Background: an optimization exercise with open tools, aiming at small area and a short achievable clock period. Do not read the settings as production practice. At most, simulation tests tie the RTL to the original design; equivalence was not proved. Function not checked in run 1: the RTL went through the layout flow alone. Power is estimated from default activity; no workload was simulated.

==> design/flow/design.v <==
`default_nettype none
package noc_ni_pkg;
   typedef enum logic [1:0]
   {
      flit_idle = 2'b00,    
      flit_head = 2'b01,
      flit_body = 2'b10,
      flit_tail = 2'b11
   } flit_type_t;
   typedef enum logic [1:0]
   {
      dest_pass_req  = 2'b00,
      dest_pass_rep  = 2'b01,
      dest_local_req = 2'b10,
      dest_local_rep = 2'b11
   } dest_fifo_t;
   typedef struct packed
   {
      logic [3:0] dest_node;    
      logic [1:0] spare;
      logic [4:0] cmd;          
      logic [4:0] misc;
   } head_flit_t;
   typedef union packed
   {
      head_flit_t  head;
      logic [15:0] body;
   } flit_u;
   typedef struct packed
   {
      flit_type_t ctrl;    
      flit_u      flit;
   } ni_entry_t;
   typedef logic [4:0] cmd_t;
   localparam cmd_t wbrep         = 5'b10000;
   localparam cmd_t c2hinvrep     = 5'b10001;
   localparam cmd_t flushrep      = 5'b10010;
   localparam cmd_t atflurep      = 5'b10011;
   localparam cmd_t shrep         = 5'b11000;
   localparam cmd_t exrep         = 5'b11001;
   localparam cmd_t sh_exrep      = 5'b11010;
   localparam cmd_t scflurep      = 5'b11100;
   localparam cmd_t instrep       = 5'b10100;
   localparam cmd_t c2cinvrep     = 5'b11011;
   localparam cmd_t nackrep       = 5'b10101;
   localparam cmd_t flushfail_rep = 5'b10110;
   localparam cmd_t wbfail_rep    = 5'b10111;
   function automatic logic [3:0] rep_msg_flits(input cmd_t cmd);
      case (cmd)
         atflurep, wbrep:
            rep_msg_flits = 4'd11;    
         exrep, shrep, instrep, sh_exrep:
            rep_msg_flits = 4'd9;
         nackrep, flushrep, c2hinvrep, flushfail_rep, wbfail_rep:
            rep_msg_flits = 4'd3;
         default:
            rep_msg_flits = 4'd1;     
      endcase
   endfunction
endpackage
`default_nettype wire
`default_nettype none
module flit_fifo
#(
   parameter int width       = 18,
   parameter bit lagged_read = 1'b0
)
(
   input  wire              clk,
   input  wire              reset,
   input  wire              wr_en,
   input  wire [width-1:0]  wr_data,
   input  wire              rd_en,
   output logic [width-1:0] rd_data,
   output logic [width-1:0] peek_data,    
   output logic             empty,
   output logic             full,
   output logic [4:0]       used_slots
);
   localparam int ram_depth = 15;
   logic [width-1:0] head_q;
   logic [width-1:0] mem [ram_depth];
   logic [4:0]       count;
   logic             cnt0, cnt1;    
   logic [width-1:0] ram_out;
   logic [4:0] cnt_inc, cnt_dec;
   assign cnt_inc[0] = !count[0];
   assign cnt_inc[1] = count[1] ^ count[0];
   assign cnt_inc[2] = count[2] ^ (count[1] & count[0]);
   assign cnt_inc[3] = count[3] ^ (count[2] & count[1] & count[0]);
   assign cnt_inc[4] = count[4] ^ (count[3] & count[2] & count[1] & count[0]);
   assign cnt_dec[0] = !count[0];
   assign cnt_dec[1] = count[1] ^ !count[0];
   assign cnt_dec[2] = count[2] ^ !(count[1] | count[0]);
   assign cnt_dec[3] = count[3] ^ !(count[2] | count[1] | count[0]);
   assign cnt_dec[4] = count[4] ^ !(count[3] | count[2] | count[1] | count[0]);
   always_ff @(posedge clk)
   begin
      if (reset)
      begin
         count <= '0;
         cnt0  <= 1'b1;
         cnt1  <= 1'b0;
      end
      else if (wr_en != rd_en)
      begin
         count <= rd_en ? cnt_dec : cnt_inc;
         cnt0  <= rd_en && cnt1;
         cnt1  <= rd_en ? (count == 5'd2) : cnt0;
      end
   end
   always_ff @(posedge clk)
   begin
      if (wr_en && !cnt0)
      begin
         mem[0] <= wr_data;
         for (int i = 1; i < ram_depth; i++)
            mem[i] <= mem[i - 1];
      end
   end
   if (lagged_read)
   begin : g_lag
      logic rd_q;    
      always_ff @(posedge clk)
      begin
         if (reset)
            rd_q <= 1'b0;
         else
            rd_q <= rd_en;
      end
      always_comb
      begin
         ram_out = '0;
         for (int i = 0; i < ram_depth; i++)
            ram_out = ram_out | ({width{count == 5'(i + 1)}} & mem[i]);
      end
      assign rd_data = rd_q ? ram_out : head_q;
      logic [width-1:0] ram_next;
      always_comb
      begin
         ram_next = '0;
         for (int i = 0; i < ram_depth; i++)
            ram_next = ram_next | ({width{count == 5'(i + 2)}} & mem[i]);
      end
      assign peek_data = (cnt0 || cnt1) ? wr_data : ram_next;
      always_ff @(posedge clk)
      begin
         head_q <= cnt0 ? wr_data : rd_data;
      end
   end
   else
   begin : g_now
      always_comb
      begin
         ram_out = '0;
         for (int i = 0; i < ram_depth; i++)
            ram_out = ram_out | ({width{count == 5'(i + 2)}} & mem[i]);
      end
      assign rd_data   = head_q;
      assign peek_data = '0;
      always_ff @(posedge clk)
      begin
         if (rd_en)
            head_q <= (!cnt0 && !cnt1) ? ram_out : wr_data;
         else if (cnt0)
            head_q <= wr_data;
      end
   end
   assign empty      = cnt0;
   assign full       = count[4];
   assign used_slots = count;
endmodule
`default_nettype wire
`default_nettype none
module ring_receive
(
   input  wire         clk,
   input  wire         reset,
   input  wire [1:0]   ctrl_in,
   input  wire [15:0]  flit_in,
   input  wire [1:0]   dest_fifo_in,
   input  wire         en_in_req_deq,
   input  wire         en_in_rep_deq,
   input  wire         pass_req_pop,
   input  wire         pass_rep_pop,
   output logic [16:0] pass_req_head,
   output logic [15:0] pass_rep_head,
   output logic [16:0] pass_req_peek,
   output logic [15:0] pass_rep_peek,
   output logic        pass_req_empty,
   output logic        pass_rep_empty,
   output logic [17:0] deq_req_data,
   output logic [17:0] deq_rep_data,
   output logic        req_rdy,
   output logic        rep_rdy,
   output logic        en_pass_req,
   output logic        en_pass_rep,
   output logic        en_local_req,
   output logic        en_local_rep,
   output logic [4:0]  used_slots_pass_rep
);
   logic [3:0] wr_en;
   logic [3:0] empty_q;
   logic [3:0] full_q;
   for (genvar i = 0; i < 4; i++)
   begin : g_wr
      assign wr_en[i] = (ctrl_in != 2'b00) && (dest_fifo_in == 2'(i));
   end
   flit_fifo #(.width(17), .lagged_read(1)) u_pass_req
   (
      .clk        (clk),
      .reset      (reset),
      .wr_en      (wr_en[0]),
      .wr_data    ({ctrl_in[0], flit_in}),
      .rd_en      (pass_req_pop),
      .rd_data    (pass_req_head),
      .peek_data  (pass_req_peek),
      .empty      (empty_q[0]),
      .full       (full_q[0]),
      .used_slots ()
   );
   flit_fifo #(.width(16), .lagged_read(1)) u_pass_rep
   (
      .clk        (clk),
      .reset      (reset),
      .wr_en      (wr_en[1]),
      .wr_data    (flit_in),
      .rd_en      (pass_rep_pop),
      .rd_data    (pass_rep_head),
      .peek_data  (pass_rep_peek),
      .empty      (empty_q[1]),
      .full       (full_q[1]),
      .used_slots (used_slots_pass_rep)
   );
   flit_fifo #(.width(18)) u_local_req
   (
      .clk        (clk),
      .reset      (reset),
      .wr_en      (wr_en[2]),
      .wr_data    ({ctrl_in, flit_in}),
      .rd_en      (en_in_req_deq),
      .rd_data    (deq_req_data),
      .peek_data  (),
      .empty      (empty_q[2]),
      .full       (full_q[2]),
      .used_slots ()
   );
   flit_fifo #(.width(18)) u_local_rep
   (
      .clk        (clk),
      .reset      (reset),
      .wr_en      (wr_en[3]),
      .wr_data    ({ctrl_in, flit_in}),
      .rd_en      (en_in_rep_deq),
      .rd_data    (deq_rep_data),
      .peek_data  (),
      .empty      (empty_q[3]),
      .full       (full_q[3]),
      .used_slots ()
   );
   assign pass_req_empty = empty_q[0];
   assign pass_rep_empty = empty_q[1];
   assign req_rdy        = !empty_q[2];
   assign rep_rdy        = !empty_q[3];
   assign en_pass_req  = !full_q[0];
   assign en_pass_rep  = !full_q[1];
   assign en_local_req = !full_q[2];
   assign en_local_rep = !full_q[3];
endmodule
`default_nettype wire
`default_nettype none
module ring_transmit_arbiter
(
   input  wire         clk,
   input  wire         reset,
   input  wire [16:0]  pass_req_head,
   input  wire [15:0]  pass_rep_head,
   input  wire [16:0]  inj_req_head,
   input  wire [15:0]  inj_rep_head,
   input  wire [15:0]  pass_req_peek,
   input  wire [15:0]  pass_rep_peek,
   input  wire [15:0]  inj_req_peek,
   input  wire [15:0]  inj_rep_peek,
   input  wire [15:0]  pass_fill,
   input  wire [15:0]  inj_req_fill,
   input  wire [15:0]  inj_rep_fill,
   input  wire         pass_req_empty,
   input  wire         pass_rep_empty,
   input  wire         inj_req_empty,
   input  wire         inj_rep_empty,
   input  wire         en_local_req_in,
   input  wire         en_local_rep_in,
   input  wire         en_pass_req_in,
   input  wire         en_pass_rep_in,
   input  wire [4:0]   used_slots_pass_rep_in,
   output logic        pass_req_pop,
   output logic        pass_rep_pop,
   output logic        inj_req_pop,
   output logic        inj_rep_pop,
   output logic [1:0]  ctrl_out,
   output logic [15:0] flit_out,
   output logic [1:0]  dest_fifo_out
);
   localparam logic [3:0] next_node = 4'd4;
   logic [15:0] pay  [4];
   logic [15:0] peek [4];
   logic [15:0] fill [4];
   logic [3:0]  ne;           
   logic [3:0]  to_next_q;    
   logic [1:0]  lh_q [2];     
   logic [3:0]  rem_pr, rem_ir;    
   logic        mid_pr, mid_ir;    
   logic        first_pq, first_iq;
   logic [3:0]  held;         
   logic        locked;
   logic        lock_local;   
   logic [3:0]  sel;
   logic [3:0]  loc;
   logic [3:0]  pop_s;
   logic        pop;
   logic        credit_ok;
   logic [1:0]  ctrl_s [4];
   assign pay[0]  = pass_rep_head;
   assign pay[1]  = inj_rep_head;
   assign pay[2]  = pass_req_head[15:0];
   assign pay[3]  = inj_req_head[15:0];
   assign peek[0] = pass_rep_peek;
   assign peek[1] = inj_rep_peek;
   assign peek[2] = pass_req_peek;
   assign peek[3] = inj_req_peek;
   assign fill[0] = pass_fill;
   assign fill[1] = inj_rep_fill;
   assign fill[2] = pass_fill;
   assign fill[3] = inj_req_fill;
   assign ne      = {!inj_req_empty, !pass_req_empty, !inj_rep_empty, !pass_rep_empty};
   assign held   = {!first_iq, !first_pq, mid_ir, mid_pr};
   assign locked = |held;
   function automatic logic [1:0] len_bits(input logic [4:0] cmd);
      logic [3:0] len;
      len      = noc_ni_pkg::rep_msg_flits(cmd);
      len_bits = {len[3], len[1]};
   endfunction
   always_ff @(posedge clk)
   begin
      for (int s = 0; s < 4; s++)
      begin
         if (pop_s[s])
            to_next_q[s] <= (peek[s][15:12] == next_node);
         else if (!ne[s])
            to_next_q[s] <= (fill[s][15:12] == next_node);
      end
      for (int s = 0; s < 2; s++)
      begin
         if (pop_s[s])
            lh_q[s] <= len_bits(peek[s][9:5]);
         else if (!ne[s])
            lh_q[s] <= len_bits(fill[s][9:5]);
      end
   end
   function automatic logic [1:0] rep_ctrl(input logic mid, input logic [3:0] rem);
      rep_ctrl = !mid ? 2'b01 : (rem == 4'd1) ? 2'b11 : 2'b10;
   endfunction
   assign ctrl_s[0] = rep_ctrl(mid_pr, rem_pr);
   assign ctrl_s[1] = rep_ctrl(mid_ir, rem_ir);
   assign ctrl_s[2] = first_pq ? 2'b01 : {1'b1, pass_req_head[16]};
   assign ctrl_s[3] = first_iq ? 2'b01 : {1'b1, inj_req_head[16]};
   always_comb
   begin
      if (locked)
         sel = held;
      else if (ne[0])
         sel = 4'b0001;
      else if (ne[1])
         sel = 4'b0010;
      else if (ne[2])
         sel = 4'b0100;
      else
         sel = 4'b1000;
   end
   assign loc = locked ? {4{lock_local}} : to_next_q;
   logic ok11, ok9, ok3, ok1;
   logic [4:0] u;
   assign u    = used_slots_pass_rep_in;
   assign ok1  = !u[4];
   assign ok3  = !u[4] && !(u[3] && u[2] && u[1]);
   assign ok9  = !u[4] && !u[3];
   assign ok11 = !u[4] && !u[3] && !(u[2] && u[1]);
   always_comb
   begin
      case (lh_q[1])
         2'b11:   credit_ok = ok11;
         2'b10:   credit_ok = ok9;
         2'b01:   credit_ok = ok3;
         default: credit_ok = ok1;
      endcase
      if (mid_ir || loc[1])
         credit_ok = 1'b1;
   end
   assign pop_s[0] = sel[0] && ne[0] && (loc[0] ? en_local_rep_in : en_pass_rep_in);
   assign pop_s[1] = sel[1] && ne[1] && (loc[1] ? en_local_rep_in : en_pass_rep_in) && credit_ok;
   assign pop_s[2] = sel[2] && ne[2] && (loc[2] ? en_local_req_in : en_pass_req_in);
   assign pop_s[3] = sel[3] && ne[3] && (loc[3] ? en_local_req_in : en_pass_req_in);
   assign pop      = |pop_s;
   assign pass_rep_pop = pop_s[0];
   assign inj_rep_pop  = pop_s[1];
   assign pass_req_pop = pop_s[2];
   assign inj_req_pop  = pop_s[3];
   function automatic logic [3:0] dec4(input logic [3:0] x);
      dec4[0] = !x[0];
      dec4[1] = x[1] ^ !x[0];
      dec4[2] = x[2] ^ !(x[1] | x[0]);
      dec4[3] = x[3] ^ !(x[2] | x[1] | x[0]);
   endfunction
   logic [3:0] rem_pr_nx, rem_ir_nx;
   assign rem_pr_nx = mid_pr ? dec4(rem_pr) : {lh_q[0][1], 1'b0, lh_q[0][0], 1'b0};
   assign rem_ir_nx = mid_ir ? dec4(rem_ir) : {lh_q[1][1], 1'b0, lh_q[1][0], 1'b0};
   always_ff @(posedge clk)
   begin
      if (reset)
      begin
         rem_pr   <= 4'd0;
         rem_ir   <= 4'd0;
         mid_pr   <= 1'b0;
         mid_ir   <= 1'b0;
         first_pq <= 1'b1;
         first_iq <= 1'b1;
      end
      else
      begin
         if (pop_s[0])
         begin
            rem_pr <= rem_pr_nx;
            mid_pr <= rem_pr_nx != 4'd0;
         end
         if (pop_s[1])
         begin
            rem_ir <= rem_ir_nx;
            mid_ir <= rem_ir_nx != 4'd0;
         end
         if (pop_s[2])
            first_pq <= !first_pq && pass_req_head[16];    
         if (pop_s[3])
            first_iq <= !first_iq && inj_req_head[16];
      end
   end
   always_ff @(posedge clk)
   begin
      if (!locked)
         lock_local <= |(sel & to_next_q);
   end
   logic [1:0]  sel_ctrl;
   logic [15:0] sel_pay;
   logic        sel_loc;
   always_comb
   begin
      sel_ctrl = '0;
      sel_pay  = '0;
      sel_loc  = 1'b0;
      for (int s = 0; s < 4; s++)
      begin
         sel_ctrl = sel_ctrl | ({2{sel[s]}} & ctrl_s[s]);
         sel_pay  = sel_pay  | ({16{sel[s]}} & pay[s]);
         sel_loc  = sel_loc  | (sel[s] & loc[s]);
      end
   end
   always_ff @(posedge clk)
   begin
      if (reset)
         ctrl_out <= 2'b00;
      else
         ctrl_out <= pop ? sel_ctrl : 2'b00;
   end
   always_ff @(posedge clk)
   begin
      flit_out      <= sel_pay;
      dest_fifo_out <= {sel_loc, !sel[2] && !sel[3]};
   end
endmodule
`default_nettype wire
`default_nettype none
module network_interface
(
   input  wire         clk,
   input  wire         reset,
   input  wire [1:0]   ctrl_in,
   input  wire [15:0]  flit_in,
   input  wire [1:0]   dest_fifo_in,
   output logic        en_pass_req,
   output logic        en_pass_rep,
   output logic        en_local_req,
   output logic        en_local_rep,
   output logic [4:0]  used_slots_pass_rep,
   input  wire [17:0]  enq_req_data,
   input  wire [17:0]  enq_rep_data,
   input  wire         en_out_req_enq,
   input  wire         en_out_rep_enq,
   output logic        out_req_rdy,
   output logic        out_rep_rdy,
   output logic [17:0] deq_req_data,
   output logic [17:0] deq_rep_data,
   output logic        req_rdy,
   output logic        rep_rdy,
   input  wire         en_in_req_deq,
   input  wire         en_in_rep_deq,
   input  wire         en_local_req_in,
   input  wire         en_local_rep_in,
   input  wire         en_pass_req_in,
   input  wire         en_pass_rep_in,
   input  wire [4:0]   used_slots_pass_rep_in,
   output logic [1:0]  ctrl_out,
   output logic [15:0] flit_out,
   output logic [1:0]  dest_fifo_out
);
   logic [16:0] pass_req_head, inj_req_head;
   logic [15:0] pass_rep_head, inj_rep_head;
   logic [16:0] pass_req_peek, inj_req_peek;    
   logic [15:0] pass_rep_peek, inj_rep_peek;
   logic      pass_req_empty, pass_rep_empty;
   logic      inj_req_empty, inj_rep_empty;
   logic      inj_req_full, inj_rep_full;
   logic      pass_req_pop, pass_rep_pop;
   logic      inj_req_pop, inj_rep_pop;
   assign out_req_rdy = !inj_req_full;
   assign out_rep_rdy = !inj_rep_full;
   ring_receive u_receive
   (
      .clk                 (clk),
      .reset               (reset),
      .ctrl_in             (ctrl_in),
      .flit_in             (flit_in),
      .dest_fifo_in        (dest_fifo_in),
      .en_in_req_deq       (en_in_req_deq),
      .en_in_rep_deq       (en_in_rep_deq),
      .pass_req_pop        (pass_req_pop),
      .pass_rep_pop        (pass_rep_pop),
      .pass_req_head       (pass_req_head),
      .pass_rep_head       (pass_rep_head),
      .pass_req_peek       (pass_req_peek),
      .pass_rep_peek       (pass_rep_peek),
      .pass_req_empty      (pass_req_empty),
      .pass_rep_empty      (pass_rep_empty),
      .deq_req_data        (deq_req_data),
      .deq_rep_data        (deq_rep_data),
      .req_rdy             (req_rdy),
      .rep_rdy             (rep_rdy),
      .en_pass_req         (en_pass_req),
      .en_pass_rep         (en_pass_rep),
      .en_local_req        (en_local_req),
      .en_local_rep        (en_local_rep),
      .used_slots_pass_rep (used_slots_pass_rep)
   );
   flit_fifo #(.width(17), .lagged_read(1)) u_inj_req
   (
      .clk        (clk),
      .reset      (reset),
      .wr_en      (en_out_req_enq),
      .wr_data    ({enq_req_data[16], enq_req_data[15:0]}),
      .rd_en      (inj_req_pop),
      .rd_data    (inj_req_head),
      .peek_data  (inj_req_peek),
      .empty      (inj_req_empty),
      .full       (inj_req_full),
      .used_slots ()
   );
   flit_fifo #(.width(16), .lagged_read(1)) u_inj_rep
   (
      .clk        (clk),
      .reset      (reset),
      .wr_en      (en_out_rep_enq),
      .wr_data    (enq_rep_data[15:0]),
      .rd_en      (inj_rep_pop),
      .rd_data    (inj_rep_head),
      .peek_data  (inj_rep_peek),
      .empty      (inj_rep_empty),
      .full       (inj_rep_full),
      .used_slots ()
   );
   ring_transmit_arbiter u_transmit
   (
      .clk                    (clk),
      .reset                  (reset),
      .pass_req_head          (pass_req_head),
      .pass_rep_head          (pass_rep_head),
      .inj_req_head           (inj_req_head),
      .inj_rep_head           (inj_rep_head),
      .pass_req_peek          (pass_req_peek[15:0]),
      .pass_rep_peek          (pass_rep_peek),
      .inj_req_peek           (inj_req_peek[15:0]),
      .inj_rep_peek           (inj_rep_peek),
      .pass_fill              (flit_in),
      .inj_req_fill           (enq_req_data[15:0]),
      .inj_rep_fill           (enq_rep_data[15:0]),
      .pass_req_empty         (pass_req_empty),
      .pass_rep_empty         (pass_rep_empty),
      .inj_req_empty          (inj_req_empty),
      .inj_rep_empty          (inj_rep_empty),
      .en_local_req_in        (en_local_req_in),
      .en_local_rep_in        (en_local_rep_in),
      .en_pass_req_in         (en_pass_req_in),
      .en_pass_rep_in         (en_pass_rep_in),
      .used_slots_pass_rep_in (used_slots_pass_rep_in),
      .pass_req_pop           (pass_req_pop),
      .pass_rep_pop           (pass_rep_pop),
      .inj_req_pop            (inj_req_pop),
      .inj_rep_pop            (inj_rep_pop),
      .ctrl_out               (ctrl_out),
      .flit_out               (flit_out),
      .dest_fifo_out          (dest_fifo_out)
   );
endmodule
`default_nettype wire
`default_nettype none
module noc_ring_ni
(
   input  wire        clk,
   input  wire        reset,
   input  wire [1:0]  ctrl_in,
   input  wire [15:0] flit_in,
   input  wire [1:0]  dest_fifo_in,
   output wire        en_pass_req,
   output wire        en_pass_rep,
   output wire        en_local_req,
   output wire        en_local_rep,
   output wire [4:0]  used_slots_pass_rep,
   input  wire [17:0] enq_req_data,
   input  wire [17:0] enq_rep_data,
   input  wire        en_out_req_enq,
   input  wire        en_out_rep_enq,
   output wire        out_req_rdy,
   output wire        out_rep_rdy,
   output wire [17:0] deq_req_data,
   output wire [17:0] deq_rep_data,
   output wire        req_rdy,
   output wire        rep_rdy,
   input  wire        en_in_req_deq,
   input  wire        en_in_rep_deq,
   input  wire        en_local_req_in,
   input  wire        en_local_rep_in,
   input  wire        en_pass_req_in,
   input  wire        en_pass_rep_in,
   input  wire [4:0]  used_slots_pass_rep_in,
   output wire [1:0]  ctrl_out,
   output wire [15:0] flit_out,
   output wire [1:0]  dest_fifo_out
);
   network_interface u_ni
   (
      .clk                    (clk),
      .reset                  (reset),
      .ctrl_in                (ctrl_in),
      .flit_in                (flit_in),
      .dest_fifo_in           (dest_fifo_in),
      .en_pass_req            (en_pass_req),
      .en_pass_rep            (en_pass_rep),
      .en_local_req           (en_local_req),
      .en_local_rep           (en_local_rep),
      .used_slots_pass_rep    (used_slots_pass_rep),
      .enq_req_data           (enq_req_data),
      .enq_rep_data           (enq_rep_data),
      .en_out_req_enq         (en_out_req_enq),
      .en_out_rep_enq         (en_out_rep_enq),
      .out_req_rdy            (out_req_rdy),
      .out_rep_rdy            (out_rep_rdy),
      .deq_req_data           (deq_req_data),
      .deq_rep_data           (deq_rep_data),
      .req_rdy                (req_rdy),
      .rep_rdy                (rep_rdy),
      .en_in_req_deq          (en_in_req_deq),
      .en_in_rep_deq          (en_in_rep_deq),
      .en_local_req_in        (en_local_req_in),
      .en_local_rep_in        (en_local_rep_in),
      .en_pass_req_in         (en_pass_req_in),
      .en_pass_rep_in         (en_pass_rep_in),
      .used_slots_pass_rep_in (used_slots_pass_rep_in),
      .ctrl_out               (ctrl_out),
      .flit_out               (flit_out),
      .dest_fifo_out          (dest_fifo_out)
   );
endmodule
`default_nettype wire
==> design/flow/run.sh <==
#!/bin/bash
# synth_recipe.tcl (not shown) runs the flow's synth.tcl, then flattens the netlist and writes it again
# the make line also repeats each setting of config.mk as NAME=value (left out here)
make -C /OpenROAD-flow-scripts/flow DESIGN_CONFIG=/design/flow/config.mk WORK_HOME=/design/flow/orfs CLKGATE_MAP_FILE= SYNTH_SCRIPT=/design/flow/synth_recipe.tcl finish
==> design/flow/config.mk <==
export PLATFORM = sky130hd
export DESIGN_NAME = noc_ring_ni
export DESIGN_NICKNAME = noc_ring_ni
export VERILOG_FILES = /design/flow/design.v
export SDC_FILE = /design/flow/constraint.sdc
export NUM_CORES = 4
export LEC_CHECK = 0
export CAP_MARGIN = 20
export CORE_MARGIN = 2
export CORE_UTILIZATION = 65
export SETUP_SLACK_MARGIN = 4.5
export SLEW_MARGIN = 20
==> design/flow/constraint.sdc <==
create_clock -name core_clock -period 7.0 [get_ports {clk}]
set_input_delay 1.4000 -clock core_clock [delete_from_list [all_inputs] [get_ports {clk}]]
set_output_delay 1.4000 -clock core_clock [all_outputs]
set_load 0.01 [all_outputs]
==> impl_metrics.tcl, run 1 <==
set metrics [dict create \
    criticalPathCategory "reg2reg" \
    yosysSeqAreaShare_pct 75.2 \
    clkLatencyLatePin_ns 0.80 \
    cts_tree "built" \
    final_cells 6311 \
    finalPower_uw 23300 \
    fin_skew_ns 0.0342 \
    initial_core_util_pct 65.6 \
    synth_seq_cells 1719 \
    ant_nets 0 \
    io_pins 140 \
    hpwl_um 108000 \
    worstHoldStart "u_ni.u_receive.u_local_rep.mem[13][13]" \
    fin_crit_ns 2.85 \
    rows 117 \
    vias 45700 \
    h-tree-depth 4 \
    finalCritPeriodShare_pct 40.8 \
    syn_area_sq_mm 0.0667 \
    gr-usage-all-layers_pct 36.2 \
    cp-end-kind "register" \
    drc 0 \
    tritoncts.num_buffers 168 \
    arrival_ns 3.46 \
    grt_pass1_vias 43500 \
    drv_cap 0 \
    cts_root_buf "clkbuf_16" \
    drv_slew 0 \
    status "no timing/DRC/antenna violations" \
    yosysWarnings 12 \
    whs_path_depth 0 \
    die_w_um 324 \
    fmax_ghz 0.350 \
    min_to "u_ni.u_receive.u_local_rep.mem[14][13]" \
    hold_violations 0 \
    min_path_type "reg2reg" \
    clk_pin_slew_ns 0.06 \
    cts_buffer_depth 3 \
    synth_area_per_cell_sq_um 15.7 \
    maxSlewHeadroom_pct 22.0 \
    r2r_slack_ns 4.15 \
    multiInputGateArea_sq_mm 0.0173 \
    hold_slack_ns 0.429 \
    routedWlPerCell_um 31.4 \
    gp_congestion 0.935 \
    seq_area_sq_mm 0.0503 \
    drive_gt1_share_pct 25.3 \
    grt_pass1_wl_um 283000 \
    ys.flop_type "edfxtp_1" \
    synthCells 4244 \
    fillers 5404 \
    syn-num-nets 4323 \
    worstReg2RegStart "u_ni.u_inj_rep.count[4]" \
    grt_overflow 0 \
    tightest_slew_ns 1.17 \
    synth_cell_types 98 \
    nNetsFinal 4877 \
    synth_top_area_cell "edfxtp_1" \
    leakage_uw 0.0270 \
    yosysTopAreaCellShare_pct 70.9 \
    utilization_pct 80.1 \
    cts_hold_buf 0 \
    ir_worst_vdd_mv 0.245 \
    r2r_cells 11 \
    cp_slowest_cell "or4b_4" \
    worstPathMaxFanout 5 \
    grt_max_degree 93 \
    coreArea_sq_mm 0.102 \
    rsz0062_at_grt "yes" \
    dp_cells 5643 \
    port_buffers 135 \
    antenna_found_initial 6 \
    finalSetupViolCount 0 \
    r2r-end "u_ni.u_transmit.lh_q[1][1]" \
    vias_per_cell 7.24 \
    slowest_delay_ns 0.53 \
    first_pass_iters 11 \
    powerDensity_mw_per_mm2 285 \
    cp.required_ns 7.60 \
    synth_area_leaders "edfxtp_1, a22oi_1, dfxtp_1" \
    ys_async_sr_fraction_pct 0 \
    cts.sinks 1719 \
    synth_edf_count 1575 \
    dieArea_sq_mm 0.105 \
    dr.first_iter.drc_count 7815 \
    start_kind "register" \
    crit_chain "buf_12, buf_8, buf_8, buf_4, or4b_4, o221ai_1, a2111oi_2, a31oi_2, nand2_1, xor2_1, o311ai_1" \
    syn_to_final_growth_pct 22.1 \
    cpMostUsedCell "buf_8" \
    die_y_um 324 \
    finalWirelength_um 198000 \
]
layout by cell type (no fill, tap or decap), types with 42 or more instances in the layout:
| master | count |
|---|---|
| nand4_1 | 121 |
| mux2_2 | 42 |
| dfxtp_1 | 96 |
| clkdlybuf4s50_1 | 54 |
| buf_12 | 48 |
| a221oi_1 | 88 |
| a22oi_2 | 71 |
| nand3_1 | 131 |
| buf_6 | 114 |
| a21oi_1 | 71 |
| mux2i_1 | 50 |
| clkbuf_16 | 176 |
| edfxtp_1 | 1575 |
| a22oi_1 | 428 |
| buf_4 | 314 |
| a22o_1 | 80 |
| nor2_1 | 109 |
| buf_2 | 43 |
| o21ai_0 | 89 |
| nand2_1 | 218 |
state kept, by name, indices dropped and copies added, names as in the netlist, 16 cells and up:
| register | flops |
|---|---|
| u_ni.u_receive.u_local_rep.head_q | 18 |
| u_ni.u_inj_req.head_q | 17 |
| u_ni.u_receive.u_pass_req.head_q | 17 |
| u_ni.u_receive.u_local_req.mem | 270 |
| u_ni.u_receive.u_local_req.head_q | 18 |
| u_ni.u_receive.u_pass_req.mem | 255 |
| u_ni.u_transmit.flit_out | 16 |
| u_ni.u_receive.u_pass_rep.mem | 240 |
| u_ni.u_inj_rep.head_q | 16 |
| u_ni.u_inj_rep.mem | 240 |
| u_ni.u_inj_req.mem | 255 |
| u_ni.u_receive.u_local_rep.mem | 270 |
| u_ni.u_receive.u_pass_rep.head_q | 16 |
final cells by class:
cell class | count | share of cell area (%)
multi-input combinational | 2245 | 21.2
clock buffer | 220 | 5.69
timing repair buffer | 622 | 7.82
clock inverter | 93 | 1.14
tap | 1368 | 2.10
sequential | 1719 | 61.8
inverter | 42 | 0.241
antenna | 2 | 0.00614
how the worst max path moves through the flow:
stage                                       start  slack [ns]                                  end
2_1_floorplan                     dest_fifo_in[1]       -2.96  u_ni.u_receive.u_pass_req.mem[0][0]
3_3_place_gp                           ctrl_in[1]        2.10  u_ni.u_receive.u_pass_rep.mem[9][1]
3_5_place_dp                           ctrl_in[1]        2.03  u_ni.u_receive.u_pass_rep.mem[0][0]
4_1_cts        u_ni.u_receive.u_pass_rep.count[3]        4.18               used_slots_pass_rep[3]
5_1_grt        u_ni.u_receive.u_pass_rep.count[4]        4.11           u_ni.u_transmit.lh_q[0][1]
6_report                  u_ni.u_inj_rep.count[4]        4.15           u_ni.u_transmit.lh_q[1][1]
power by group:
| part | switching (uW) | total [uW] | internal, uW |
|---|---|---|---|
| logic | 1340 | 2230 | 894 |
| registers | 273 | 11800 | 11500 |
| clock network | 3910 | 9210 | 5300 |
| total | 5520 | 23300 | 17700 |
critical path, delay by kind of cell (launching register included):
family	cells	cell delay, ns
compound gates	4	0.97
buf+inv	4	0.51
xor+xnor	1	0.16
flops	1	0.36
simple gates	2	0.66
cells in the mapped netlist (all sizes together) (22+ instances only):
| cell | number |
|---|---|
| xnor2 | 25 |
| o32a | 35 |
| and3 | 22 |
| a221oi | 90 |
| nand4 | 121 |
| o21ai | 104 |
| a222oi | 22 |
| nand2b | 26 |
| dfxtp | 144 |
| clkbuf | 144 |
| a22o | 81 |
| nor3 | 63 |
| mux2 | 52 |
| mux2i | 57 |
| a21boi | 24 |
| buf | 100 |
| nand3 | 133 |
| a22oi | 499 |
| and2 | 34 |
| nor2b | 22 |
| nor2 | 158 |
| a21oi | 75 |
| nand2 | 221 |
| inv | 38 |
| edfxtp | 1575 |
| o22a | 43 |
| o31ai | 29 |
metrics by stage:
stage	worst slack, ns	instance area (sq um)	setup TNS [ns]
floorplan	-2.96	66800	-1361.61
global placement	2.10	70000	0
detailed placement	2.03	70000	0
CTS	4.18	79500	0
global route	4.11	81500	0
finish	4.15	81500	0
repair_timing:
item                                    in CTS  in global routing
buffers inserted                           219                109
pin swaps                                  124                133
resized for setup                          769                256
gates cloned                                20                  5
endpoints found under the setup margin    1748                680
layer usage:
| layer | track usage, % | up-vias | wire (um) |
|---|---|---|---|
| met5 | 0 | - | 22 |
| met4 | 17.6 | 4 | 12200 |
| met3 | 8.74 | 792 | 24800 |
| met2 | 54.8 | 3814 | 89200 |
| met1 | 49.8 | 22500 | 72100 |
| li1 | - | 18600 | - |
logic make-up (layout without fill, tap and decap cells):
family                   count (synthesis)  after routing  synth area share, %
AO/OA/AOI/OAI                         1182           1182                 13.5
XOR/XNOR                                35             35                0.459
AND/OR/NAND/NOR                        904            910                 7.13
buffers and inverters                  286            977                 1.83
flip-flops                            1719           1719                 75.2
adder cells (fa/ha/maj)                  8              8                0.150
other                                    0              2                    0
multiplexers                           110            110                 1.77
==> run 2: changes to the inputs <==
--- a/design/flow/design.v
+++ b/design/flow/design.v
@@ -77,3 +77,5 @@
    output logic             full,
-   output logic [4:0]       used_slots
+   output logic             not_empty_q,    
+   output logic             not_full_q,
+   output logic [4:0]       used_slots_q
 );
@@ -158,15 +160,50 @@
       end
-      assign rd_data   = head_q;
-      assign peek_data = '0;
+      logic             take;    
+      logic [width-1:0] head_d;
+      logic [width-1:0] head_nx;
+      logic [width-1:0] port_q;
+      assign take    = rd_en || cnt0;
+      assign head_d  = (!cnt0 && !cnt1 && rd_en) ? ram_out : wr_data;
+      assign head_nx = take ? head_d : head_q;
+      always_ff @(posedge clk)
+      begin
+         head_q <= head_nx;
+      end
       always_ff @(posedge clk)
       begin
-         if (rd_en)
-            head_q <= (!cnt0 && !cnt1) ? ram_out : wr_data;
-         else if (cnt0)
-            head_q <= wr_data;
+         port_q <= (rd_en || (cnt0 && wr_en)) ? head_d : head_q;
+      end
+      assign rd_data   = port_q;
+      assign peek_data = '0;
+   end
+   assign empty = cnt0;
+   assign full  = count[4];
+   logic [4:0] used_q;
+   logic [4:0] used_inc, used_dec;
+   assign used_inc[0] = !used_q[0];
+   assign used_inc[1] = used_q[1] ^ used_q[0];
+   assign used_inc[2] = used_q[2] ^ (used_q[1] & used_q[0]);
+   assign used_inc[3] = used_q[3] ^ (used_q[2] & used_q[1] & used_q[0]);
+   assign used_inc[4] = used_q[4] ^ (used_q[3] & used_q[2] & used_q[1] & used_q[0]);
+   assign used_dec[0] = !used_q[0];
+   assign used_dec[1] = used_q[1] ^ !used_q[0];
+   assign used_dec[2] = used_q[2] ^ !(used_q[1] | used_q[0]);
+   assign used_dec[3] = used_q[3] ^ !(used_q[2] | used_q[1] | used_q[0]);
+   assign used_dec[4] = used_q[4] ^ !(used_q[3] | used_q[2] | used_q[1] | used_q[0]);
+   always_ff @(posedge clk)
+   begin
+      if (reset)
+      begin
+         used_q      <= '0;
+         not_empty_q <= 1'b0;
+         not_full_q  <= 1'b1;
+      end
+      else if (wr_en != rd_en)
+      begin
+         used_q      <= rd_en ? used_dec : used_inc;
+         not_empty_q <= !(rd_en && cnt1);
+         not_full_q  <= rd_en || !(count == 5'd15);
       end
    end
-   assign empty      = cnt0;
-   assign full       = count[4];
-   assign used_slots = count;
+   assign used_slots_q = used_q;
 endmodule
@@ -203,3 +240,4 @@
    logic [3:0] empty_q;
-   logic [3:0] full_q;
+   logic [3:0] ne_port;    
+   logic [3:0] nf_port;
    for (genvar i = 0; i < 4; i++)
@@ -218,4 +256,6 @@
       .empty      (empty_q[0]),
-      .full       (full_q[0]),
-      .used_slots ()
+      .full       (),
+      .not_empty_q (ne_port[0]),
+      .not_full_q  (nf_port[0]),
+      .used_slots_q ()
    );
@@ -231,4 +271,6 @@
       .empty      (empty_q[1]),
-      .full       (full_q[1]),
-      .used_slots (used_slots_pass_rep)
+      .full       (),
+      .not_empty_q (ne_port[1]),
+      .not_full_q  (nf_port[1]),
+      .used_slots_q (used_slots_pass_rep)
    );
@@ -244,4 +286,6 @@
       .empty      (empty_q[2]),
-      .full       (full_q[2]),
-      .used_slots ()
+      .full       (),
+      .not_empty_q (ne_port[2]),
+      .not_full_q  (nf_port[2]),
+      .used_slots_q ()
    );
@@ -257,4 +301,6 @@
       .empty      (empty_q[3]),
-      .full       (full_q[3]),
-      .used_slots ()
+      .full       (),
+      .not_empty_q (ne_port[3]),
+      .not_full_q  (nf_port[3]),
+      .used_slots_q ()
    );
@@ -262,8 +308,8 @@
    assign pass_rep_empty = empty_q[1];
-   assign req_rdy        = !empty_q[2];
-   assign rep_rdy        = !empty_q[3];
-   assign en_pass_req  = !full_q[0];
-   assign en_pass_rep  = !full_q[1];
-   assign en_local_req = !full_q[2];
-   assign en_local_rep = !full_q[3];
+   assign req_rdy        = ne_port[2];
+   assign rep_rdy        = ne_port[3];
+   assign en_pass_req  = nf_port[0];
+   assign en_pass_rep  = nf_port[1];
+   assign en_local_req = nf_port[2];
+   assign en_local_rep = nf_port[3];
 endmodule
@@ -519,7 +565,7 @@
    logic      inj_req_empty, inj_rep_empty;
-   logic      inj_req_full, inj_rep_full;
+   logic      inj_req_nf, inj_rep_nf;
    logic      pass_req_pop, pass_rep_pop;
    logic      inj_req_pop, inj_rep_pop;
-   assign out_req_rdy = !inj_req_full;
-   assign out_rep_rdy = !inj_rep_full;
+   assign out_req_rdy = inj_req_nf;
+   assign out_rep_rdy = inj_rep_nf;
    ring_receive u_receive
@@ -561,4 +607,6 @@
       .empty      (inj_req_empty),
-      .full       (inj_req_full),
-      .used_slots ()
+      .full       (),
+      .not_empty_q (),
+      .not_full_q  (inj_req_nf),
+      .used_slots_q ()
    );
@@ -574,4 +622,6 @@
       .empty      (inj_rep_empty),
-      .full       (inj_rep_full),
-      .used_slots ()
+      .full       (),
+      .not_empty_q (),
+      .not_full_q  (inj_rep_nf),
+      .used_slots_q ()
    );
==> run 2 against run 1 <==
Still clean; first-iteration DRC count shrank 6.3%; clock-buffer cell count grew 25; final area grew 1.9%; combinational power grew 25%.
==> impl_metrics.tcl, run 2 <==
set metrics [dict create \
    utilization_pct 80.0 \
    drc 0 \
    post_dp_cell_area_sq_mm 0.0716 \
    criticalPathCategory "reg2reg" \
    yosysSeqAreaShare_pct 75.0 \
    syn_to_final_growth_pct 21.8 \
    gr-usage-met3_pct 6.86 \
    final_cell_mix "edfxtp_1, a22oi_1, buf_4" \
    fin_crit_ns 2.82 \
    yosysTopAreaCellShare_pct 69.4 \
    cts_root_buf "clkbuf_16" \
    final_cell_area_sq_mm 0.0830 \
    ant_nets 0 \
    grt_pass1_wl_um 281000 \
    die_y_um 328 \
    first_pass_iters 10 \
    gr-usage-all-layers_pct 35.5 \
    cp-end-kind "register" \
    layout_commonest_cell "edfxtp_1" \
    synth_top_area_cell "edfxtp_1" \
    gp_congestion 0.937 \
    drv_slew 0 \
    ir_worst_vdd_mv 0.305 \
    syn_area_sq_mm 0.0682 \
    powerDensity_mw_per_mm2 290 \
    cp.required_ns 7.61 \
    dr.first_iter.drc_count 7323 \
    cts_buffer_depth 3 \
    synth_cell_types 91 \
    whs_path_depth 0 \
    finalWirelength_um 200000 \
    finalPower_uw 24100 \
    syn-num-nets 4460 \
    r2r_cells 8 \
    start_kind "register" \
    rsz0062_at_grt "yes" \
    vias_per_cell 7.23 \
    worstPathMaxFanout 5 \
    leakage_uw 0.0274 \
    r2r-end "u_ni.u_transmit.lh_q[0][1]" \
    grt_most_used_layer "met2" \
    fin_skew_ns 0.0222 \
    synth_area_leaders "edfxtp_1, a22oi_1, dfxtp_1" \
    grt_overflow 0 \
    hpwl_um 109000 \
    synth_area_per_cell_sq_um 15.6 \
    tritoncts.num_buffers 172 \
    maxSlewHeadroom_pct 33.9 \
    r2r_slack_ns 4.18 \
    top_regs "u_ni.u_receive.u_local_rep.mem x270, u_ni.u_receive.u_local_req.mem x270" \
    coreArea_sq_mm 0.104 \
    slowest_delay_ns 0.40 \
    synth_seq_cells 1768 \
    arrival_ns 3.43 \
    worstReg2RegStart "u_ni.u_receive.u_pass_rep.count[0]" \
    use_met2_pct 54.5 \
    cts_tree "built" \
    min_path_type "reg2reg" \
    port_buffers 135 \
    cp_slowest_cell "o32a_1" \
    initial_core_util_pct 65.7 \
    grt_pass1_vias 43800 \
    drv_cap 0 \
    die_w_um 328 \
    routedWlPerCell_um 31.1 \
    ys_async_sr_fraction_pct 0 \
    rows 118 \
    yosysWarnings 12 \
    synthCells 4381 \
    finalCritPeriodShare_pct 40.3 \
    synth_edf_count 1575 \
    io_pins 140 \
    synth_common_cells "edfxtp_1, a22oi_1, nand2_1" \
    grt_max_degree 116 \
    cts_hold_buf 0 \
    path_buf_inv 1 \
    clkLatencyLatePin_ns 0.79 \
    worstHoldStart "u_ni.u_receive.u_pass_req.mem[3][16]" \
    cp_top_family "simple AND/OR/NAND/NOR gates" \
    fmax_ghz 0.354 \
    clk_pin_slew_ns 0.06 \
    crit_chain "bufbuf_16, nand2b_1, nor2_1, a221o_1, o32a_1, or2_4, or3_4, o311ai_4" \
    hold_violations 0 \
    nNetsFinal 4986 \
    dieArea_sq_mm 0.108 \
    yosys.cell_count.top_type "edfxtp_1" \
    ys.flop_type "edfxtp_1" \
    status "no timing/DRC/antenna violations" \
    drive_gt1_share_pct 25.1 \
    h-tree-depth 4 \
    min_to "u_ni.u_receive.u_pass_req.mem[4][16]" \
    vias 46500 \
    grtUsageMet1_pct 49.3 \
    cts.sinks 1768 \
    tns_ns 0 \
    antenna_found_initial 5 \
    tightest_slew_ns 0.988 \
    finalSetupViolCount 0 \
]
==> run 2: cell count changes after synthesis, sizes merged, moves of 19 or more <==
cell,change
mux2i,-26
a22oi,+59
nand2,-19
nor2,+28
mux2,+40
a21oi,+27
a221oi,-23
buf,-22
clkbuf,+26
dfxtp,+49
==> run 2: what timing repair did <==
| action | in CTS | in global routing |
|---|---|---|
| gates cloned | 28 | 12 |
| buffers inserted | 188 | 98 |
| endpoints found under the setup margin | 1821 | 1203 |
| pin swaps | 86 | 90 |
| gates resized for setup | 793 | 247 |
==> run 2: worst max path at each step <==
stage,slack (ns),endpoint,from,cells after the start
global placement,2.77,u_ni.u_receive.u_pass_rep.mem[5][11],ctrl_in[1],6
CTS,4.27,en_pass_req,u_ni.u_receive.u_pass_req.not_full_q,1
finish,4.18,u_ni.u_transmit.lh_q[0][1],u_ni.u_receive.u_pass_rep.count[0],8
detailed placement,2.71,u_ni.u_receive.u_pass_rep.mem[7][2],ctrl_in[1],6
global route,4.14,u_ni.u_transmit.lh_q[0][1],u_ni.u_receive.u_pass_rep.count[0],11
floorplan,-3.14,u_ni.u_receive.u_pass_req.mem[0][0],dest_fifo_in[0],2
==> run 2: metrics by stage <==
| step | hold slack (ns) | setup slack, ns | instances |
|---|---|---|---|
| 6_report | 0.440 | 4.18 | 6435 |
| 5_1_grt | 0.446 | 4.14 | 6434 |
| 4_1_cts | 0.438 | 4.27 | 6323 |
| 3_5_place_dp | 0.428 | 2.71 | 5787 |
| 3_3_place_gp | 0.423 | 2.77 | 5787 |
| 2_1_floorplan | 0.418 | -3.14 | 4381 |
==> run 2: layout make-up <==
| class | count | area, sq um |
|---|---|---|
| diodes | 2 | 5.00 |
| clock buffers | 245 | 4810 |
| clock inverters | 75 | 624 |
| fillers | 5503 | 20800 |
| inverters | 28 | 120 |
| multi-input cells | 2339 | 17800 |
| flip-flops and latches | 1768 | 51300 |
| well taps | 1380 | 1730 |
| repair buffers | 598 | 6540 |
==> run 2: cells by family after synthesis <==
kind of cell	count (synthesis)	synth area share, %
flops	1768	75.0
compound gates	1236	13.5
simple gates	927	7.05
buf+inv	276	1.68
mux	125	2.04
xor+xnor	41	0.527
fa+ha+maj	8	0.147
==> run 2: routing by layer <==
metal / vias up / share of wire [%]
li1: 19000 / -
met1: 23100 / 37
met2: 3647 / 46
met3: 738 / 11
met4: 2 / 5.3
met5: - / 0.012
==> run 2: power breakdown <==
group	switching (uW)	leakage, uW	internal [uW]
logic	1630	0.00872	1150
clock network	3920	0.00265	5120
registers	319	0.0161	11900
==> run 3: changes to the inputs <==
--- a/design/flow/config.mk
+++ b/design/flow/config.mk
@@ -9,4 +9,6 @@
 export CORE_MARGIN = 2
-export CORE_UTILIZATION = 65
-export SETUP_SLACK_MARGIN = 4.5
+export CORE_UTILIZATION = 75
+export CTS_CLUSTER_DIAMETER = 80
+export CTS_CLUSTER_SIZE = 20
+export SETUP_SLACK_MARGIN = 4.3
 export SLEW_MARGIN = 20
==> run 3 against run 2 <==
Still clean on timing, DRC and antenna; total power is 14% lower; die area is 13% lower; worst hold slack worse by 0.0022 ns; area after synthesis stayed put; critical path type unchanged; critical endpoint is now u_ni.u_transmit.flit_out[0]; largest cell class unchanged.
==> impl_metrics.tcl, run 3 <==
set metrics [dict create \
    die_w_um 306 \
    worstReg2RegStart "u_ni.u_receive.u_pass_rep.count[4]" \
    vias 45500 \
    cp-end-kind "register" \
    final_cell_mix "edfxtp_1, a22oi_1, buf_4" \
    initial_core_util_pct 75.8 \
    drv_slew 0 \
    leakage_uw 0.0244 \
    tightest_slew_ns 1.25 \
    finalCritPeriodShare_pct 40.3 \
    top_regs "u_ni.u_receive.u_local_rep.mem x270, u_ni.u_receive.u_local_req.mem x270" \
    nNetsFinal 4698 \
    yosysTopAreaCellShare_pct 69.4 \
    powerDensity_mw_per_mm2 270 \
    whs_path_depth 0 \
    h-tree-depth 3 \
    ir_worst_vdd_mv 0.249 \
    gr-usage-all-layers_pct 39.1 \
    min_to "u_ni.u_inj_req.mem[8][2]" \
    worstHoldStart "u_ni.u_inj_req.mem[7][2]" \
    criticalPathCategory "reg2reg" \
    fillers 4183 \
    cts.sinks 1768 \
    synth_area_per_cell_sq_um 15.6 \
    cts_tree "built" \
    finalSetupViolCount 0 \
    grt_overflow 0 \
    grt_pass1_wl_um 271000 \
    fmax_ghz 0.354 \
    ys_async_sr_fraction_pct 0 \
    yosys.cell_count.top_type "edfxtp_1" \
    finalPower_uw 20600 \
    syn_area_sq_mm 0.0682 \
    swShare_pct 24.8 \
    cts_buffer_depth 3 \
    r2r-end "u_ni.u_transmit.flit_out[0]" \
    port_buffers 135 \
    pwr-share-seq_pct 59.2 \
    syn-num-nets 4460 \
    ys.flop_type "edfxtp_1" \
    grtUsageMet1_pct 53.9 \
    synth_seq_cells 1768 \
    ant_nets 0 \
    r2r_slack_ns 4.18 \
    synthCells 4381 \
    first_pass_iters 7 \
    io_pins 140 \
    antenna_found_initial 7 \
    post_dp_cell_area_sq_mm 0.0713 \
    clock_power_share_pct 29.5 \
    hold_slack_ns 0.437 \
    utilization_pct 85.0 \
    rows 110 \
    routedWlPerCell_um 31.9 \
    dieArea_sq_mm 0.0933 \
    clk_pin_slew_ns 0.09 \
    hpwl_um 110000 \
    use_met2_pct 59.5 \
    arrival_ns 3.37 \
    dr.first_iter.drc_count 7871 \
    fin_crit_ns 2.82 \
    drive_gt1_share_pct 16.6 \
    drc 0 \
    tns_ns 0 \
    clkLatencyLatePin_ns 0.73 \
    synth_cell_types 91 \
    grt_most_used_layer "met2" \
    vias_per_cell 7.73 \
    final_cell_area_sq_mm 0.0765 \
    synth_common_cells "edfxtp_1, a22oi_1, nand2_1" \
    drv_cap 0 \
    maxSlewHeadroom_pct 16.6 \
    synth_area_leaders "edfxtp_1, a22oi_1, dfxtp_1" \
    cp.required_ns 7.55 \
    rsz0062_at_grt "yes" \
    yosysWarnings 12 \
    synth_top_area_cell "edfxtp_1" \
    fin_skew_ns 0.0245 \
    gr-usage-met3_pct 8.57 \
    status "no timing/DRC/antenna violations" \
    start_kind "register" \
    p_switching_uw 5120 \
    coreArea_sq_mm 0.0900 \
    tritoncts.num_buffers 98 \
    synth_edf_count 1575 \
    layout_commonest_cell "edfxtp_1" \
    syn_to_final_growth_pct 12.2 \
    grt_max_degree 167 \
    min_path_type "reg2reg" \
    worstPathMaxFanout 15 \
    p_comb_share_pct 11.4 \
    grt_pass1_vias 43300 \
    hold_violations 0 \
    finalWirelength_um 188000 \
    cts_root_buf "clkbuf_16" \
    yosysSeqAreaShare_pct 75.0 \
    p_int_uw 15500 \
    die_y_um 306 \
    gp_congestion 0.967 \
    r2r_cells 9 \
]
==> run 3: power by group through the flow <==
stage | Sequential, uW | Combinational [uW] | Clock (uW)
after floorplan | 12300 | 1180 | 0
after global placement | 12400 | 1970 | 0
after detailed placement | 12400 | 2010 | 0
after CTS | 12200 | 2150 | 6070
after global routing | 12200 | 2440 | 6410
final | 12200 | 2350 | 6070
==> run 3: worst max-delay path by stage <==
stage	startpoint	end	slack (ns)
final	u_ni.u_receive.u_pass_rep.count[4]	u_ni.u_transmit.flit_out[0]	4.18
after global placement	ctrl_in[0]	u_ni.u_receive.u_pass_rep.mem[2][2]	2.26
after floorplan	dest_fifo_in[0]	u_ni.u_receive.u_pass_req.mem[0][0]	-3.14
after global routing	u_ni.u_receive.u_pass_rep.count[3]	u_ni.u_transmit.flit_out[15]	4.12
after detailed placement	ctrl_in[0]	u_ni.u_receive.u_pass_rep.mem[3][2]	2.20
after CTS	u_ni.u_receive.u_pass_rep.count[3]	u_ni.u_transmit.flit_out[15]	4.27
==> run 3: logic make-up (layout without fill, tap and decap cells) <==
family | count (synthesis) | in the layout | synth area share (%)
flip-flops | 1768 | 1768 | 75.0
AO/OA/AOI/OAI | 1236 | 1236 | 13.5
AND/OR/NAND/NOR | 927 | 928 | 7.05
buffers and inverters | 276 | 598 | 1.68
multiplexers | 125 | 125 | 2.04
XOR/XNOR | 41 | 41 | 0.527
adder cells (fa/ha/maj) | 8 | 8 | 0.147
other | 0 | 5 | 0
==> run 3: metal layers <==
layer | routed length, um | vias to the layer above
li1 | - | 18400
met1 | 65200 | 22200
met2 | 86100 | 4190
met3 | 25500 | 739
met4 | 11000 | 2
met5 | 13 | -
==> run 3: critical path: stages (launching register included) <==
cell and delay, ns:
dfxtp_4 0.48, or3b_4 0.25, buf_12 0.13, nor3_4 0.04, buf_4 0.21, a22oi_1 0.24
nand4_1 0.16, o32a_1 0.46, a22oi_2 0.45, o221ai_1 0.22
==> run 3: area by class of cell <==
cell class | instances | area, sq um | share of cell area (%)
sequential | 1768 | 51300 | 67.1
antenna | 5 | 12.5 | 0.0164
timing repair buffer | 385 | 3730 | 4.87
tap | 1176 | 1470 | 1.92
multi-input combinational | 2338 | 17000 | 22.2
clock buffer | 180 | 2820 | 3.69
inverter | 28 | 118 | 0.154
clock inverter | 5 | 77.6 | 0.101
==> run 3: per-stage QoR <==
step,cells,setup WS (ns)
final,5885,4.18
after global routing,5881,4.12
after CTS,5830,4.27
after detailed placement,5579,2.20
after global placement,5579,2.26
after floorplan,4381,-3.14
==> run 3: repair_timing <==
item | CTS | global route
resized for setup | 476 | 138
setup endpoints to repair | 1523 | 648
pin swaps | 30 | 28
setup buffers | 55 | 45
gates cloned | 11 | 5
hold buffers | 0 | 0
==> run 4: changes to the inputs <==
--- a/design/flow/config.mk
+++ b/design/flow/config.mk
@@ -10,4 +10,4 @@
 export CORE_UTILIZATION = 75
-export CTS_CLUSTER_DIAMETER = 80
-export CTS_CLUSTER_SIZE = 20
+export CTS_CLUSTER_DIAMETER = 60
+export CTS_CLUSTER_SIZE = 24
 export SETUP_SLACK_MARGIN = 4.3
==> run 4 against run 3 <==
Still clean on timing, DRC and antenna; total power up 4.4%; worst hold slack better by 0.0053 ns; non-clock buffer count up 13; global-route usage up 0.84 points; synthesized cell count unchanged; critical path type unchanged; critical endpoint is now u_ni.u_transmit.flit_out[7].
==> impl_metrics.tcl, run 4 <==
set metrics [dict create \
    drv_slew 0 \
    yosys.cell_count.top_type "edfxtp_1" \
    criticalPathCategory "reg2reg" \
    syn-num-nets 4460 \
    initial_core_util_pct 75.8 \
    vias_per_cell 7.77 \
    synthCells 4381 \
    drv_cap 0 \
    drc 0 \
    rows 110 \
    coreArea_sq_mm 0.0900 \
    grt_max_degree 167 \
    wl_met3_um 25700 \
    fin_skew_ns 0.0318 \
    top_regs "u_ni.u_receive.u_local_rep.mem x270, u_ni.u_receive.u_local_req.mem x270" \
    cp-end-kind "register" \
    finalWirelength_um 192000 \
    synth_top_area_cell "edfxtp_1" \
    dieArea_sq_mm 0.0933 \
    layout_commonest_cell "edfxtp_1" \
    ys_async_sr_fraction_pct 0 \
    die_w_um 306 \
    gr-usage-all-layers_pct 40.0 \
    rsz0062_at_grt "yes" \
    die_y_um 306 \
    ant_nets 0 \
    synth_edf_count 1575 \
    fin_crit_ns 2.80 \
    tritoncts.num_buffers 105 \
    finalCritPeriodShare_pct 40.0 \
    yosysTopAreaCellShare_pct 69.4 \
    syn_to_final_growth_pct 13.4 \
    finalPower_uw 21500 \
    leakage_uw 0.0248 \
    worstPathMaxFanout 28 \
    cp.required_ns 7.59 \
    cts_root_buf "clkbuf_16" \
    hold_violations 0 \
    post_dp_cell_area_sq_mm 0.0713 \
    clkLatencyLatePin_ns 0.73 \
    synth_area_leaders "edfxtp_1, a22oi_1, dfxtp_1" \
    cts_hold_buf 0 \
    ir_worst_vdd_mv 0.260 \
    final_cell_area_sq_mm 0.0773 \
    dr.first_iter.drc_count 8775 \
    io_pins 140 \
    drive_gt1_share_pct 18.6 \
    grt_pass1_wl_um 277000 \
    r2r_slack_ns 4.20 \
    synth_cell_types 91 \
    start_kind "register" \
    status "no timing/DRC/antenna violations" \
    port_buffers 135 \
    yosysSeqAreaShare_pct 75.0 \
    synth_seq_cells 1768 \
    nNetsFinal 4718 \
    tightest_slew_ns 1.20 \
    cts_buffer_depth 3 \
    fmax_ghz 0.357 \
    utilization_pct 85.9 \
    hpwl_um 110000 \
    top_layer "met5" \
    tns_ns 0 \
    wirelength_met1_um 66100 \
    met2_length_um 88000 \
    first_pass_iters 7 \
    vias 45900 \
    h-tree-depth 3 \
    grt_overflow 0 \
    cts_tree "built" \
    finalSetupViolCount 0 \
    powerDensity_mw_per_mm2 278 \
    synth_area_per_cell_sq_um 15.6 \
    cts.sinks 1768 \
    ys.flop_type "edfxtp_1" \
    yosysWarnings 12 \
    grt_pass1_vias 43600 \
    maxSlewHeadroom_pct 19.5 \
    synth_common_cells "edfxtp_1, a22oi_1, nand2_1" \
    arrival_ns 3.39 \
    routedWlPerCell_um 32.4 \
    syn_area_sq_mm 0.0682 \
    clk_pin_slew_ns 0.10 \
    antenna_found_initial 6 \
    final_cell_mix "edfxtp_1, a22oi_1, buf_4" \
    dp_cells 5579 \
    gp_congestion 0.967 \
    min_path_type "reg2reg" \
    final_cells 5909 \
]
-- run 4: cell counts after synthesis --
Identical to the previous run, type by type.
-- run 4: critical path, stage by stage (launching register included) --
cell     delay [ns]
dfxtp_4        0.42
buf_12         0.19
or3b_4         0.24
nor2_4         0.07
buf_4          0.20
buf_4          0.17
a22oi_1        0.18
nand2_1        0.07
nor3_1         0.70
a211o_1        0.29
nand2_1        0.14
-- run 4: final timing paths --
| check | from | cells past startpoint | endpoint |
|---|---|---|---|
| max | u_ni.u_receive.u_pass_rep.count[3] | 10 | u_ni.u_transmit.flit_out[7] |
| min | u_ni.u_inj_req.mem[10][7] | 0 | u_ni.u_inj_req.mem[11][7] |
| max reg2reg | u_ni.u_receive.u_pass_rep.count[3] | 10 | u_ni.u_transmit.flit_out[7] |
| min reg2reg | u_ni.u_inj_req.mem[10][7] | 0 | u_ni.u_inj_req.mem[11][7] |
-- run 4: timing repair --
item	in CTS	in global routing
gates resized for setup	503	133
pin swaps	32	28
endpoints found under the setup margin	1528	589
buffers inserted	61	52
gates cloned	11	5
-- run 4: final cells by class --
cell class                 count  area [sq um]
multi-input combinational   2338         17000
antenna                        5          12.5
sequential                  1768         51300
timing repair buffer         398          3830
inverter                      28           118
fill                        4014         12700
tap                         1176          1470
clock buffer                 128          2830
clock inverter                68           773
-- run 4: cell families (layout without fill, tap and decap cells) --
| logic type | count (synthesis) | in the layout | synth area share, % |
|---|---|---|---|
| other | 0 | 5 | 0 |
| adder cells (fa/ha/maj) | 8 | 8 | 0.147 |
| buffers and inverters | 276 | 622 | 1.68 |
| AO/OA/AOI/OAI | 1236 | 1236 | 13.5 |
| multiplexers | 125 | 125 | 2.04 |
| XOR/XNOR | 41 | 41 | 0.527 |
| flip-flops | 1768 | 1768 | 75.0 |
| AND/OR/NAND/NOR | 927 | 928 | 7.05 |
-- run 4: where the power goes --
group / total, uW / switching (uW) / internal [uW] / leakage [uW]
Clock: 6950 / 3740 / 3210 / 0.00174
Sequential: 12200 / 319 / 11900 / 0.0161
Combinational: 2370 / 1500 / 870 / 0.00703
Total: 21500 / 5570 / 16000 / 0.0248
-- run 4: stage by stage --
| stage | hold slack (ns) | setup slack, ns |
|---|---|---|
| 2_1_floorplan | 0.418 | -3.14 |
| 4_1_cts | 0.438 | 4.26 |
| 3_5_place_dp | 0.425 | 2.20 |
| 3_3_place_gp | 0.423 | 2.26 |
| 6_report | 0.443 | 4.20 |
| 5_1_grt | 0.450 | 4.20 |
-- run 4: metal layers --
layer / vias to the layer above / GRT usage, %
met1: 22300 / 54.8
met3: 834 / 8.35
met2: 4356 / 61.1
met5: - / 0
met4: 2 / 22.2
li1: 18400 / -

## separate check: timing with driven ports
In the flow no input, the clock included, has a driving cell. The finished layouts below were timed again as built, in two steps. Step 1 sets driving cells, clkbuf_16 on the clock port and buf_2 on the other inputs (assumed; they add their load-dependent delay and slew). Step 2 moves the port delays by t, midway between the first and last clock arrival at a register: inputs arrive t later, outputs are due t later. That takes back most of the time a late clock gives input paths. a / b / c = no drivers / after step 1 / after step 2; a / b = the first two.
run	t, ns	slack for setup (ns)	hold WS [ns]	worst setup path after step 2
run 1	0.861	4.147 / 4.100 / 3.537	0.429 / 0.429 / 0.429	input to register
run 2	0.851	4.179 / 4.179 / 3.528	0.440 / 0.440 / 0.440	input to register
run 3	0.788	4.176 / 4.176 / 3.466	0.437 / 0.437 / 0.437	input to register
run 4	0.786	4.197 / 4.197 / 3.500	0.443 / 0.443 / 0.443	input to register
After both steps setup and hold are still met in every run listed. For run 3, which loses most, drivers alone change the setup slack by 0.000 ns; drivers and shift together by -0.710 ns.
